This is an optimization exercise on Yosys and OpenROAD, whose aim is small area, not a production implementation. Only simulation tests tie the RTL to the original design; equivalence was not proved. No activity file was given, so power comes from the tool's default toggle rates.

run 1:
==> module rv_mux4, before the edit <==
module rv_mux4 (
    input  logic [3:0] d,
    input  logic [1:0] s,
    output logic       y
);
    assign y = d[s];
endmodule
==> module rv_funnel, before the edit <==
module rv_funnel #(
    parameter int N = 32
) (
    input  logic [N-1:0] v,
    input  logic [4:0]   u,
    output logic [3:0]   o
);
    logic [34:0] v0;
    logic [10:0] w3;
    logic [4:0]  w1;
    for (genvar i = 0; i < 35; i++) begin : g_v0
        assign v0[i] = (i < N) ? v[(i < N) ? i : N-1] : v[N-1];
    end
    for (genvar i = 0; i < 11; i++) begin : g_w3
        rv_mux4 m (.d({v0[i+24], v0[i+16], v0[i+8], v0[i]}), .s(u[4:3]), .y(w3[i]));
    end
    for (genvar i = 0; i < 5; i++) begin : g_w1
        rv_mux4 m (.d({w3[i+6], w3[i+4], w3[i+2], w3[i]}), .s(u[2:1]), .y(w1[i]));
    end
    for (genvar i = 0; i < 4; i++) begin : g_o
        assign o[i] = u[0] ? w1[i+1] : w1[i];
    end
endmodule
==> module rv_core_top, before the edit <==
module rv_core_top (
    input  logic     clk,
    input  logic     rst_n,
    input  rv_core_pkg::word_t    imem_insn,      
    output rv_core_pkg::word_t    imem_addr,
    output logic     retire_valid,   
    output rv_core_pkg::reg_idx_t retire_rd,
    output rv_core_pkg::word_t    retire_data
);
    logic [32:0] cnt;     
    logic        first;   
    always_ff @(posedge clk or negedge rst_n) begin
        if (!rst_n) begin
            cnt   <= '0;
            first <= 1'b1;
        end else begin
            cnt   <= cnt + 33'd1;
            if (cnt[2:0] == 3'd7) first <= 1'b0;
        end
    end
    logic [2:0] ph;
    logic       ph0, ph1, ph7;
    assign ph  = cnt[2:0];
    assign ph0 = (ph == 3'd0);
    assign ph1 = (ph == 3'd1);
    assign ph7 = (ph == 3'd7);
    assign imem_addr = {cnt[32:3], 2'b00};
    logic [31:0] insn;
    logic        is_op, is_imm, writes, alt, fb, sub, cmp, is_sll, is_srl;
    logic [4:0]  rs1, rs2, rd;
    logic [2:0]  fn;
    assign insn   = imem_insn;
    assign is_op  = (insn[6:0] == 7'b0110011);
    assign is_imm = (insn[6:0] == 7'b0010011);
    assign rd     = insn[11:7];
    assign rs1    = insn[19:15];
    assign rs2    = insn[24:20];
    assign writes = (is_op || is_imm) && (rd != 5'd0);
    assign alt    = is_op && insn[30];
    assign fb     = alt && (insn[14:12] != 3'b000) && (insn[14:12] != 3'b101);
    assign fn     = fb ? 3'b000 : insn[14:12];
    assign sub    = alt && (insn[14:12] == 3'b000);
    assign cmp    = (fn[2:1] == 2'b01);
    assign is_sll = (fn == 3'b001);
    assign is_srl = (fn == 3'b101);
    logic [4:0] rd_w;     
    logic [3:0] wd;       
    logic [3:0] a, b, rd2, immn;
    rv_regfile rf (
        .clk   (clk),
        .first (first),
        .rd_w  (rd_w),
        .wd    (wd),
        .rs1   (rs1),
        .rs2   (rs2),
        .a     (a),
        .rd2   (rd2)
    );
    always_comb begin
        case (ph)
            3'd0:    immn = insn[23:20];
            3'd1:    immn = insn[27:24];
            3'd2:    immn = insn[31:28];
            default: immn = {4{insn[31]}};
        endcase
    end
    assign b = is_op ? rd2 : immn;
    logic [31:0] h;       
    logic [4:0]  s;       
    logic [4:0]  sh;      
    always_ff @(posedge clk) begin
        h <= {a, h[31:4]};
        if (ph0) s[3:0] <= b;
        if (ph1) s[4]   <= b[0];
    end
    assign sh = {ph0 ? 1'b0 : (ph1 ? b[0] : s[4]), ph0 ? b : s[3:0]};
    logic       c;
    logic       cin, inv;
    logic [3:0] bx;
    logic [4:0] sum;
    logic       lt;
    logic [6:0] ylo;
    logic [3:0] ysh, yhi;
    logic [3:0] sll_n;
    logic [3:0] res;
    assign inv = sub || cmp;
    assign cin = ph0 ? inv : c;
    assign bx  = b ^ {4{inv}};
    assign sum = {1'b0, a} + {1'b0, bx} + {4'd0, cin};
    logic ltx, cmp_d;
    always_ff @(posedge clk) begin
        c     <= sum[4];
        ltx   <= !fn[0] && (a[3] ^ b[3]);   
        cmp_d <= ph7 && cmp;
    end
    assign lt = cmp_d && (!c ^ ltx);
    assign ylo = {a, h[31:29]};
    logic [4:0] shf;
    assign shf = {s[4] && !ph0 && !ph1, s[3:0]};
    rv_funnel #(.N(31)) f_sll (.v(h[31:1]), .u(~shf), .o(yhi));
    for (genvar j = 0; j < 4; j++) begin : g_sll_lo
        assign ysh[j] = (sh[4:2] != 3'd0) ? yhi[j] : ylo[3 + j - sh[1:0]];
    end
    for (genvar j = 0; j < 4; j++) begin : g_sll
        assign sll_n[j] = ({ph, 2'(j)} >= sh) ? ysh[j] : 1'b0;
    end
    always_comb begin
        case (fn)
            3'b000:  res = sum[3:0];
            3'b001:  res = sll_n;
            3'b100:  res = a ^ b;
            3'b110:  res = a | b;
            3'b111:  res = a & b;
            default: res = 4'd0;   
        endcase
    end
    logic       srl_w, sra_w, sgn_w;
    logic [4:0] s_w;
    always_ff @(posedge clk) begin
        if (ph == 3'd6) begin
            srl_w <= is_srl;
            sra_w <= insn[30];
            s_w   <= s;
        end
        if (ph7) begin
            rd_w  <= writes ? rd : 5'd0;
            sgn_w <= a[3];
        end
    end
    logic [3:0]  ysr, ysr_h;
    logic [2:0]  kn;      
    logic        fill;
    logic [3:0]  srl_n;
    rv_funnel #(.N(28)) f_srl (.v(h[31:4]), .u(s_w), .o(ysr_h));
    for (genvar j = 0; j < 4; j++) begin : g_srl_lo
        logic [4:0] t;
        assign t      = s_w + 5'(j);
        assign ysr[j] = (s_w >= 5'(28 - j)) ? a[t[1:0]] : ysr_h[j];
    end
    assign kn   = ph + 3'd1;
    assign fill = sra_w && (ph7 ? a[3] : sgn_w);
    for (genvar j = 0; j < 4; j++) begin : g_srl
        assign srl_n[j] = (({1'b0, kn, 2'(j)} + {1'b0, s_w}) > 6'd31) ? fill : ysr[j];
    end
    logic [31:0] r_q;
    always_ff @(posedge clk) begin
        r_q[31:28] <= res;
        r_q[27:24] <= r_q[31:28] & ~{4{ph1 && is_sll && b[0]}};
        r_q[23:4]  <= r_q[27:8];
        r_q[3:0]   <= srl_w ? srl_n : r_q[7:4];
    end
    logic [3:0] w;
    assign w  = {r_q[3:1], r_q[0] | lt};
    assign wd = first ? 4'd0 : w;
    logic [27:0] rt;
    always_ff @(posedge clk) begin
        rt <= {w, rt[27:4]};
    end
    assign retire_valid = ph7 && !first && (rd_w != 5'd0);
    assign retire_rd    = rd_w;
    assign retire_data  = {r_q[3:0], rt};
endmodule
==> flow/config.mk <==
export PLATFORM = sky130hd
export DESIGN_NAME = rv_core_top
export DESIGN_NICKNAME = rv_core_top
export VERILOG_FILES = /design/flow/design.v
export SDC_FILE = /design/flow/constraint.sdc
export NUM_CORES = 4
export LEC_CHECK = 0
export CAP_MARGIN = 10
export CORE_MARGIN = 2
export CORE_UTILIZATION = 70
export CTS_BUF_LIST = sky130_fd_sc_hd__clkbuf_8
export CTS_CLUSTER_DIAMETER = 45
export CTS_CLUSTER_SIZE = 18
export SLEW_MARGIN = 10
export SYNTH_HIERARCHICAL = 1
==> flow/constraint.sdc <==
create_clock -name core_clock -period 5.2 [get_ports {clk}]
set_input_delay 1.0400 -clock core_clock [delete_from_list [all_inputs] [get_ports {clk}]]
set_output_delay 1.0400 -clock core_clock [all_outputs]
set_load 0.01 [all_outputs]
standard.sh (not shown) runs the stock make flow with config.mk's settings and CLKGATE_MAP_FILE= SYNTH_SCRIPT=/design/flow/synth_recipe.tcl, a recipe that flattens the netlist after the stock synthesis.
==> flow/flow/run.sh <==
#!/bin/bash
# The standard layout (standard.sh, unchanged synthesis) with these
# changes to how the layout is made:
#  - ports are buffered with the smallest buffer cell instead of a delay cell
#  - the clock tree gets no dummy balancing loads
#  - timing-driven global placement keeps none of the buffers its trial
#    repairs insert (they are only used to weigh nets)
# Everything else (floorplan, power grid, taps, placement, routing) is the
# standard flow. The make output goes to layout.log in this folder; ORFS's
# per-step logs stay under orfs/logs.
set -euo pipefail
export BUFFER_PORTS_ARGS="-buffer_cell sky130_fd_sc_hd__buf_1"
export CTS_ARGS="-sink_clustering_enable -repair_clock_nets -sink_clustering_size 18 -sink_clustering_max_diameter 45 -buf_list sky130_fd_sc_hd__clkbuf_8 -dont_use_dummy_load"
export GPL_KEEP_OVERFLOW=0
bash standard.sh > layout.log 2>&1
Changes in run 2 relative to run 1:
--- a/flow/design.v
+++ b/flow/design.v
@@ -81,37 +81,6 @@
     end
     assign a   = g_port[0].o;
     assign rd2 = g_port[1].o;
-endmodule
-`timescale 1ns/1ps
-module rv_mux4 (
-    input  logic [3:0] d,
-    input  logic [1:0] s,
-    output logic       y
-);
-    assign y = d[s];
-endmodule
-module rv_funnel #(
-    parameter int N = 32
-) (
-    input  logic [N-1:0] v,
-    input  logic [4:0]   u,
-    output logic [3:0]   o
-);
-    logic [34:0] v0;
-    logic [10:0] w3;
-    logic [4:0]  w1;
-    for (genvar i = 0; i < 35; i++) begin : g_v0
-        assign v0[i] = (i < N) ? v[(i < N) ? i : N-1] : v[N-1];
-    end
-    for (genvar i = 0; i < 11; i++) begin : g_w3
-        rv_mux4 m (.d({v0[i+24], v0[i+16], v0[i+8], v0[i]}), .s(u[4:3]), .y(w3[i]));
-    end
-    for (genvar i = 0; i < 5; i++) begin : g_w1
-        rv_mux4 m (.d({w3[i+6], w3[i+4], w3[i+2], w3[i]}), .s(u[2:1]), .y(w1[i]));
-    end
-    for (genvar i = 0; i < 4; i++) begin : g_o
-        assign o[i] = u[0] ? w1[i+1] : w1[i];
-    end
 endmodule
 `timescale 1ns/1ps
 module rv_core_top (
@@ -195,8 +164,8 @@
     logic [3:0] bx;
     logic [4:0] sum;
     logic       lt;
-    logic [6:0] ylo;
-    logic [3:0] ysh, yhi;
+    logic [35:0] y;
+    logic [35:0] ysh;
     logic [3:0] sll_n;
     logic [3:0] res;
     assign inv = sub || cmp;
@@ -210,15 +179,10 @@
         cmp_d <= ph7 && cmp;
     end
     assign lt = cmp_d && (!c ^ ltx);
-    assign ylo = {a, h[31:29]};
-    logic [4:0] shf;
-    assign shf = {s[4] && !ph0 && !ph1, s[3:0]};
-    rv_funnel #(.N(31)) f_sll (.v(h[31:1]), .u(~shf), .o(yhi));
-    for (genvar j = 0; j < 4; j++) begin : g_sll_lo
-        assign ysh[j] = (sh[4:2] != 3'd0) ? yhi[j] : ylo[3 + j - sh[1:0]];
-    end
+    assign y   = {a, h};
+    assign ysh = y << sh;
     for (genvar j = 0; j < 4; j++) begin : g_sll
-        assign sll_n[j] = ({ph, 2'(j)} >= sh) ? ysh[j] : 1'b0;
+        assign sll_n[j] = ({ph, 2'(j)} >= sh) ? ysh[32 + j] : 1'b0;
     end
     always_comb begin
         case (fn)
@@ -243,16 +207,11 @@
             sgn_w <= a[3];
         end
     end
-    logic [3:0]  ysr, ysr_h;
+    logic [31:0] ysr;
     logic [2:0]  kn;      
     logic        fill;
     logic [3:0]  srl_n;
-    rv_funnel #(.N(28)) f_srl (.v(h[31:4]), .u(s_w), .o(ysr_h));
-    for (genvar j = 0; j < 4; j++) begin : g_srl_lo
-        logic [4:0] t;
-        assign t      = s_w + 5'(j);
-        assign ysr[j] = (s_w >= 5'(28 - j)) ? a[t[1:0]] : ysr_h[j];
-    end
+    assign ysr  = {a, h[31:4]} >> s_w;
     assign kn   = ph + 3'd1;
     assign fill = sra_w && (ph7 ? a[3] : sgn_w);
     for (genvar j = 0; j < 4; j++) begin : g_srl
[summary]
Run 2 went all the way through synthesis, placement and routing and the layout is clean on timing, DRC and antenna. Run 1 ended with every stage complete and zero timing, DRC or antenna violations. Per the comparison of run 2 with run 1, setup slack on the worst flop-to-flop path went up, maximum number of pins on one net before global-route repair did not really move, routed length on met2 went down, global-route usage went down. As far as power is concerned, run 2 and run 1 perform about the same. From run 1 to run 2 the numbers moved as follows: post-placement worst setup slack now smaller; headroom to the max-slew limit now smaller. Cmp run 1 and run 2 / total non-filler cell area in the finished layout / higher: run 2.

==> afterwards: timing with drivers on the ports <==
Ports are ideal in the flow. The routed layouts listed here were re-timed in OpenROAD. Step 1 (the two cells are an assumption about what drives the block):
set clk [get_ports {clk}]
set_driving_cell -lib_cell sky130_fd_sc_hd__clkbuf_16 $clk
set_driving_cell -lib_cell sky130_fd_sc_hd__buf_2 [delete_from_list [all_inputs] $clk]
Step 2 moves the port delays by t, midway between the first and last clock arrival at a register: inputs arrive t later, outputs are due t later. That takes back most of the time a late clock gives input paths. Slacks: ideal ports / drivers / drivers and shift; pairs: ideal ports / drivers.
run | t, ns | slack for setup (ns) | worst hold slack (ns) | clock arrival spread, ns | pins driven straight from the clock port
run 1 | 0.709 | 0.133 / 0.163 / -0.545 | 0.280 / 0.280 / 0.280 | 0.104 / 0.105 | 1
run 2 | 0.696 | 0.200 / 0.183 / -0.513 | 0.258 / 0.258 / 0.258 | 0.104 / 0.103 | 1
Met with ideal ports but missed after step 2: setup timing in run 1 and run 2. For run 2, which loses most, drivers alone change the setup slack by -0.017 ns; drivers and shift together by -0.713 ns.
